Background: an optimization exercise with open tools, aiming at small area, a short achievable clock period and few clock cycles per item. Do not read the settings as production practice. Function not checked in this run: the RTL went through the layout flow alone.

==> flow/design.v <==
module triangle_strip_tessellator (
    input  logic        clk,
    input  logic        rst_n,
    input  logic        start,
    output logic        busy,
    input  logic [47:0] corner_bottom_left,
    input  logic [47:0] corner_bottom_right,
    input  logic [47:0] corner_top,
    input  logic [47:0] normal_left,
    input  logic [47:0] normal_right,
    input  logic [47:0] normal_top,
    input  logic        cfg_wr_en,
    input  logic [3:0]  cfg_wr_data,
    output logic        vertex_valid,
    output logic [47:0] vertex_position,
    output logic [47:0] vertex_normal,
    output logic        last_vertex
);
    localparam int K1      = 1;
    localparam int K       = 5;
    localparam int DIV_CYC = (16 - K1) / K;
    logic [3:0] cfg_q;
    logic [3:0] n_sat;
    always_ff @(posedge clk or negedge rst_n)
    begin
        if (!rst_n)
            cfg_q <= 4'd1;
        else if (cfg_wr_en)
            cfg_q <= cfg_wr_data;
    end
    assign n_sat = (cfg_q == 4'd0) ? 4'd1 : (cfg_q > 4'd10) ? 4'd10 : cfg_q;
    logic       busy_q, v_q, pend_q, top_q, last_q;
    logic       sel_l_q, sel_r_q, sel_t_q;
    logic [2:0] slot_q;
    logic [3:0] kleft_q;
    logic       first_q, run_q, done_q;
    logic [1:0] dcnt_q;
    logic       v_n, pend_n, top_n, last_n, busy_n;
    logic [2:0] slot_n;
    logic [3:0] kleft_n;
    logic       accept, upd_l, upd_r;
    assign accept = start && !busy_q;
    always_comb
    begin
        v_n     = v_q;
        pend_n  = pend_q;
        slot_n  = slot_q;
        top_n   = top_q;
        kleft_n = kleft_q;
        if (!busy_q)
        begin
            v_n     = start;
            pend_n  = 1'b0;
            slot_n  = 3'd0;
            top_n   = (n_sat == 4'd1);
            kleft_n = n_sat - 4'd2;
        end
        else if (pend_q)
        begin
            if (done_q)
            begin
                v_n    = 1'b1;
                pend_n = 1'b0;
            end
        end
        else if (top_q)
            slot_n = slot_q + 3'd1;
        else if (slot_q == 3'd5)
        begin
            slot_n = 3'd0;
            if (kleft_q == 4'd0)
                top_n = 1'b1;
            else
                kleft_n = kleft_q - 4'd1;
        end
        else if (slot_q == 3'd1 && !done_q)
        begin
            v_n    = 1'b0;
            pend_n = 1'b1;
            slot_n = 3'd2;
        end
        else
            slot_n = slot_q + 3'd1;
        last_n = v_n && top_n && (slot_n == 3'd2);
        busy_n = (v_n || pend_n) && !last_n;
    end
    assign upd_r = done_q && !top_q && ((v_q && slot_q == 3'd1) || pend_q);
    assign upd_l = v_q && !top_q && (slot_q == 3'd3);
    always_ff @(posedge clk or negedge rst_n)
    begin
        if (!rst_n)
        begin
            busy_q  <= 1'b0;
            v_q     <= 1'b0;
            pend_q  <= 1'b0;
            top_q   <= 1'b0;
            last_q  <= 1'b0;
            slot_q  <= 3'd0;
            kleft_q <= 4'd0;
            sel_l_q <= 1'b0;
            sel_r_q <= 1'b0;
            sel_t_q <= 1'b0;
            first_q <= 1'b0;
            run_q   <= 1'b0;
            done_q  <= 1'b0;
            dcnt_q  <= 2'd0;
        end
        else
        begin
            busy_q  <= busy_n;
            v_q     <= v_n;
            pend_q  <= pend_n;
            top_q   <= top_n;
            last_q  <= last_n;
            slot_q  <= slot_n;
            kleft_q <= kleft_n;
            sel_t_q <= top_n && (slot_n == 3'd2);
            sel_r_q <= top_n ? (slot_n == 3'd1)
                             : (slot_n == 3'd1 || slot_n == 3'd2 || slot_n == 3'd4);
            sel_l_q <= top_n ? (slot_n == 3'd0)
                             : (slot_n == 3'd0 || slot_n == 3'd3 || slot_n == 3'd5);
            first_q <= accept;
            if (accept)
            begin
                run_q  <= 1'b0;
                done_q <= 1'b0;
            end
            else if (first_q)
            begin
                run_q  <= !p2;
                done_q <= p2;
                dcnt_q <= 2'd0;
            end
            else if (run_q)
            begin
                dcnt_q <= dcnt_q + 2'd1;
                if (dcnt_q == 2'(DIV_CYC - 1))
                begin
                    run_q  <= 1'b0;
                    done_q <= 1'b1;
                end
            end
        end
    end
    logic [15:0] pt_q  [6];      
    logic [15:0] tp_q  [3];
    logic [47:0] nl_q, nr_q, nt_q;
    logic [3:0]  n_q;
    logic        p2;             
    logic [1:0]  sh;
    always_ff @(posedge clk)
    begin
        if (!busy_q)
        begin
            nl_q <= normal_left;
            nr_q <= normal_right;
            nt_q <= normal_top;
            n_q  <= n_sat;
        end
    end
    for (genvar l = 0; l < 3; l++)
    begin : g_tp
        always_ff @(posedge clk)
        begin
            if (!busy_q)
                tp_q[l] <= corner_top[16*l +: 16];
        end
    end
    always_comb
    begin
        p2 = 1'b1;
        sh = 2'd0;
        case (n_q)
            4'd1: sh = 2'd0;
            4'd2: sh = 2'd1;
            4'd4: sh = 2'd2;
            4'd8: sh = 2'd3;
            default: p2 = 1'b0;
        endcase
    end
    for (genvar j = 0; j < 6; j++)
    begin : g_lane
        localparam int L = j % 3;
        logic [15:0] q_q;        
        logic [3:0]  r_q;        
        logic [3:0]  e_q;        
        logic        ng_q;       
        logic [16:0] d;
        logic [15:0] q_it1, q_itk, q_sh;
        logic [3:0]  r_it1, r_itk, r_sh;
        logic [4:0]  es;
        logic        w, cin, upd;
        logic [3:0]  e_nx;
        assign d = {tp_q[L][15], tp_q[L]} - {pt_q[j][15], pt_q[j]};
        always_comb
        begin
            logic [4:0] t;
            q_it1 = d[15:0];
            r_it1 = d[16] ? (n_q - 4'd1) : 4'd0;
            for (int i = 0; i < K1; i++)
            begin
                t     = {r_it1, q_it1[15]};
                q_it1 = {q_it1[14:0], (t >= {1'b0, n_q})};
                r_it1 = (t >= {1'b0, n_q}) ? 4'(t - {1'b0, n_q}) : t[3:0];
            end
            q_itk = q_q;
            r_itk = r_q;
            for (int i = 0; i < K; i++)
            begin
                t     = {r_itk, q_itk[15]};
                q_itk = {q_itk[14:0], (t >= {1'b0, n_q})};
                r_itk = (t >= {1'b0, n_q}) ? 4'(t - {1'b0, n_q}) : t[3:0];
            end
        end
        always_comb
        begin
            case (sh)
                2'd1:    begin q_sh = d[16:1];                r_sh = {3'd0, d[0]};   end
                2'd2:    begin q_sh = {d[16], d[16:2]};       r_sh = {2'd0, d[1:0]}; end
                2'd3:    begin q_sh = {{2{d[16]}}, d[16:3]};  r_sh = {1'b0, d[2:0]}; end
                default: begin q_sh = d[15:0];                r_sh = 4'd0;           end
            endcase
        end
        assign es   = {1'b0, e_q} + {1'b0, r_q};
        assign w    = (es >= {1'b0, n_q});
        assign e_nx = w ? 4'(es - {1'b0, n_q}) : es[3:0];
        assign cin  = ng_q ? (w ^ (e_nx != 4'd0) ^ (e_q != 4'd0)) : w;
        assign upd  = (j < 3) ? upd_l : upd_r;
        always_ff @(posedge clk)
        begin
            if (first_q)
            begin
                q_q  <= p2 ? q_sh : q_it1;
                r_q  <= p2 ? r_sh : r_it1;
                ng_q <= d[16];
                e_q  <= 4'd0;
            end
            else if (run_q)
            begin
                q_q <= q_itk;
                r_q <= r_itk;
            end
            else if (upd)
                e_q <= e_nx;
        end
        always_ff @(posedge clk)
        begin
            if (!busy_q)
                pt_q[j] <= (j < 3) ? corner_bottom_left[16*L +: 16]
                                   : corner_bottom_right[16*L +: 16];
            else if (upd)
                pt_q[j] <= pt_q[j] + q_q + 16'(cin);
        end
    end
    logic [47:0] pl, pr, pt;
    assign pl = {pt_q[2], pt_q[1], pt_q[0]};
    assign pr = {pt_q[5], pt_q[4], pt_q[3]};
    assign pt = {tp_q[2], tp_q[1], tp_q[0]};
    assign busy            = busy_q;
    assign vertex_valid    = v_q;
    assign last_vertex     = last_q;
    assign vertex_position = ({48{sel_l_q}} & pl) | ({48{sel_r_q}} & pr) | ({48{sel_t_q}} & pt);
    assign vertex_normal   = ({48{sel_l_q}} & nl_q) | ({48{sel_r_q}} & nr_q) | ({48{sel_t_q}} & nt_q);
endmodule
==> flow/run.sh <==
#!/bin/bash
# synth_recipe.tcl (not shown) runs the flow's synth.tcl, then flattens the netlist and writes it again
# the make line also repeats each setting of config.mk as NAME=value (left out here)
make -C /OpenROAD-flow-scripts/flow DESIGN_CONFIG=/design/flow/config.mk WORK_HOME=/design/flow/orfs CLKGATE_MAP_FILE= SYNTH_SCRIPT=/design/flow/synth_recipe.tcl finish
==> flow/config.mk <==
export PLATFORM = sky130hd
export DESIGN_NAME = triangle_strip_tessellator
export DESIGN_NICKNAME = triangle_strip_tessellator
export VERILOG_FILES = /design/flow/design.v
export SDC_FILE = /design/flow/constraint.sdc
export NUM_CORES = 4
export LEC_CHECK = 0
export CAP_MARGIN = 20
export CORE_MARGIN = 2
export CORE_UTILIZATION = 40
export SLEW_MARGIN = 20
==> flow/constraint.sdc <==
create_clock -name core_clock -period 6.0 [get_ports {clk}]
set_input_delay 1.2000 -clock core_clock [delete_from_list [all_inputs] [get_ports {clk}]]
set_output_delay 1.2000 -clock core_clock [all_outputs]
set_load 0.01 [all_outputs]
==> run notes <==
## metrics by stage
step / instance area (um2) / hold WS (ns) / setup TNS (ns) / instances
floorplan: 39300 / 0.470 / -238.53 / 3905
global placement: 47700 / 0.488 / -41.35 / 5864
detailed placement: 47700 / 0.499 / -46.93 / 5864
CTS: 51100 / 0.509 / -41.44 / 6048
global route: 52400 / 0.540 / -59.54 / 6105
finish: 52400 / 0.511 / -43.66 / 6106
## final cells by class
| class | count | area (um2) | share of cell area, % |
|---|---|---|---|
| Timing Repair Buffer | 973 | 8540 | 16.3 |
| Clock inverter | 37 | 468 | 0.893 |
| Multi-Input combinational cell | 2943 | 25300 | 48.3 |
| Antenna cell | 1 | 2.50 | 0.00478 |
| Inverter | 353 | 1340 | 2.55 |
| Tap cell | 1265 | 1580 | 3.02 |
| Clock buffer | 68 | 1520 | 2.90 |
| Sequential cell | 466 | 13700 | 26.1 |
## path summary, 6_finish.rpt
check / to / cells after the start
worst max-delay path: g_lane[1].r_q[2] / 41
worst min-delay path: g_lane[1].e_q[2] / 2
worst max register to register: g_lane[1].r_q[2] / 41
worst min register to register: g_lane[1].e_q[2] / 2
max in group asynchronous: cfg_q[0] / 2
min in group asynchronous: sel_r_q / 2
## cells in the mapped netlist (15+ instances only)
cell type and n:
a211o_1 20, a211oi_1 58, a21o_1 139, a21oi_1 315, a221oi_1 39, a222oi_1 102
a31o_2 20, a31oi_1 23, and2_1 21, and3_1 18, clkbuf_1 130, dfrtp_1 23
dfxtp_1 24, edfxtp_1 418, fa_1 66, ha_1 382, inv_1 351, mux2_2 114
mux2i_1 86, nand2_1 205, nand2b_1 38, nand3_1 43, nor2_1 275, nor2b_1 38
nor3_1 67, nor4_1 20, o211ai_1 25, o21a_1 33, o21ai_0 202, o221ai_1 30
o22a_1 15, o22ai_1 40, or2_2 20, or3_1 21, xnor2_1 148, xor2_1 111
## worst max-delay path: cells and delay by family (launching register included)
| family | cells | cell delay, ns |
|---|---|---|
| mux | 3 | 0.70 |
| flops | 1 | 0.40 |
| fa+ha+maj | 5 | 1.06 |
| compound gates | 21 | 3.38 |
| simple gates | 3 | 0.70 |
| buf+inv | 9 | 0.99 |
## kinds of logic after synthesis
| group | after synthesis | share of synthesized area, % |
|---|---|---|
| XOR/XNOR | 259 | 5.91 |
| buffers and inverters | 496 | 4.86 |
| AND/OR/NAND/NOR | 831 | 10.4 |
| AO/OA/AOI/OAI | 1197 | 21.5 |
| multiplexers | 207 | 5.92 |
| flip-flops | 466 | 35.5 |
| adder cells (fa/ha/maj) | 449 | 15.9 |
## flip-flops by register name, summed over array words and instances (netlist names), 2 cells and up
| name | cells |
|---|---|
| n_q | 4 |
| g_lane.e_q | 24 |
| g_lane.ng_q | 6 |
| g_lane.q_q | 96 |
| g_lane.r_q | 24 |
| cfg_q | 4 |
| nt_q | 48 |
| slot_q | 3 |
| nr_q | 48 |
| dcnt_q | 2 |
| nl_q | 48 |
| pt_q | 96 |
| kleft_q | 4 |
| tp_q | 48 |
## metal layers
layer  vias up  global-route usage (%)  routed length [um]
met2      1369                    44.5               64100
met5         -                       0                  27
met4         4                    7.10                3860
li1      16500                       -                   -
met1     16900                    35.1               57100
met3       245                    5.63               11100
## what timing repair did
action / 4_1_cts / 5_1_grt
endpoints found under the setup margin: 55 / 68
resized for setup: 133 / 151
pin swaps: 90 / 152
buffers inserted: 82 / 70
endpoints found under the hold margin: 0 / 0
==> results.json <==
{
  "status": "failed layout checks",
  "failed_checks": "negative setup slack",
  "clk_latency_ns": 0.66,
  "hold_class": "reg2reg",
  "skew_ns": 0.0279,
  "rsz0062_at_grt": "yes",
  "ys.warnings.count": 3,
  "htreeDepth": 2,
  "nFillCells": 8497,
  "yosysSeqAreaShare_pct": 35.5,
  "die_area_um2": 98500,
  "portBuffers": 394,
  "synth_cell_types": 89,
  "area_growth_pct": 36.5,
  "syn-num-nets": 4649,
  "max_slew.worst_pin.slew_ns": 1.22,
  "critPathMaxStageDelay_ns": 0.51,
  "yosysTopAreaCellShare_pct": 32.7,
  "critPathMaxFanout": 5,
  "cts_buffers": 57,
  "grt_overflow_total": 0,
  "start_kind": "flip-flop",
  "drt_first_pass_iters": 7,
  "gp_congestion": 0.911,
  "fin_crit_sh_pct": 126,
  "fin_nets": 5538,
  "cp_slowest_cell": "or4b_4",
  "relSlewSlack_pct": 18.5,
  "synth_edf_count": 418,
  "ff2ff_setup_slack_ns": -1.58,
  "syn_area_um2": 38400,
  "hpwlAfterDp_um": 99800,
  "num_rows": 113,
  "startpoint": "n_q[1]",
  "synth-seq-cells": 466,
  "io_pins": 395,
  "final_common_cell": "buf_4",
  "cp_common_cell": "a21o_1",
  "vias_per_cell": 5.73,
  "layout_setup_ws_ns": -1.58,
  "start_util_pct": 40.4,
  "core_region_area_um2": 95000,
  "synth_cells": 3905,
  "routed_wl_um": 136000,
  "endpoint_kind": "flip-flop",
  "slew_violations": 0,
  "final_util_pct": 55.1,
  "cts-hold-fix-buffers": 0,
  "path_clk_slew_ns": 0.07,
  "wire_per_inst_um": 22.3,
  "synthFlopType": "edfxtp_1",
  "hold_viol_final": 0,
  "ant_nets": 0,
  "cts.path.max_buffers": 3,
  "tritoncts": "yes",
  "drv_cap": 0,
  "arrival_ns": 7.95,
  "setup.worst_path.class": "reg2reg",
  "worstPathRequired_ns": 6.36,
  "antenna_found_initial": 3,
  "vias": 35000,
  "async_reset_ff_share_pct": 5.15,
  "drc": 0,
  "finalSetupViolCount": 51,
  "grt_first_pass_wirelength_um": 204000,
  "drt_iter0_drc": 3428,
  "grtUsageTotal_pct": 26.7,
  "drive_gt1_share_pct": 24.6,
  "die_h_um": 314,
  "timing.rr.start": "n_q[1]",
  "synth.avg_cell_area_um2": 9.83,
  "root_buffer": "clkbuf_16",
  "yosys.area.top_type": "edfxtp_1",
  "place_ws_ns": -1.68,
  "grt_max_degree": 118,
  "hp-start": "g_lane[1].e_q[2]",
  "synth.area.top_cells": "edfxtp_1 (33%), ha_1 (12%), a21oi_1 (4.1%), fa_1 (3.4%), inv_1 (3.4%)",
  "cts_sinks": 466,
  "layout_common_cells": "buf_4 (526), edfxtp_1 (418), clkdlybuf4s50_1 (394), inv_1 (335), ha_1 (316)",
  "max_freq_mhz": 132,
  "min_period_ns": 7.58,
  "grt_pass1_vias": 34400,
  "die_w_um": 314
}

==> port drivers added, routing unchanged <==
How much do the figures lean on ideal ports? The routed layout below was timed once more, with nothing changed but the port constraints. Step 1 sets driving cells, clkbuf_16 on the clock port and buf_2 on the other inputs (assumed; they add their load-dependent delay and slew). Step 2 adds t to the input delays and takes it off the output delays; t is the mean of the earliest and latest rising clock arrival at the registers after step 1. Input paths then give back, and output paths get back, about the clock's delay inside the block. Slacks: no drivers / after step 1 / after step 2; pairs: no drivers / after step 1.
t (ns): 0.716
setup slack, ns: -1.584 / -1.584 / -1.584
worst setup path at the end: register to register
latest minus earliest clock arrival (ns): 0.028 / 0.029
For this run, drivers alone change the setup slack by 0.000 ns; drivers and shift together by 0.000 ns.
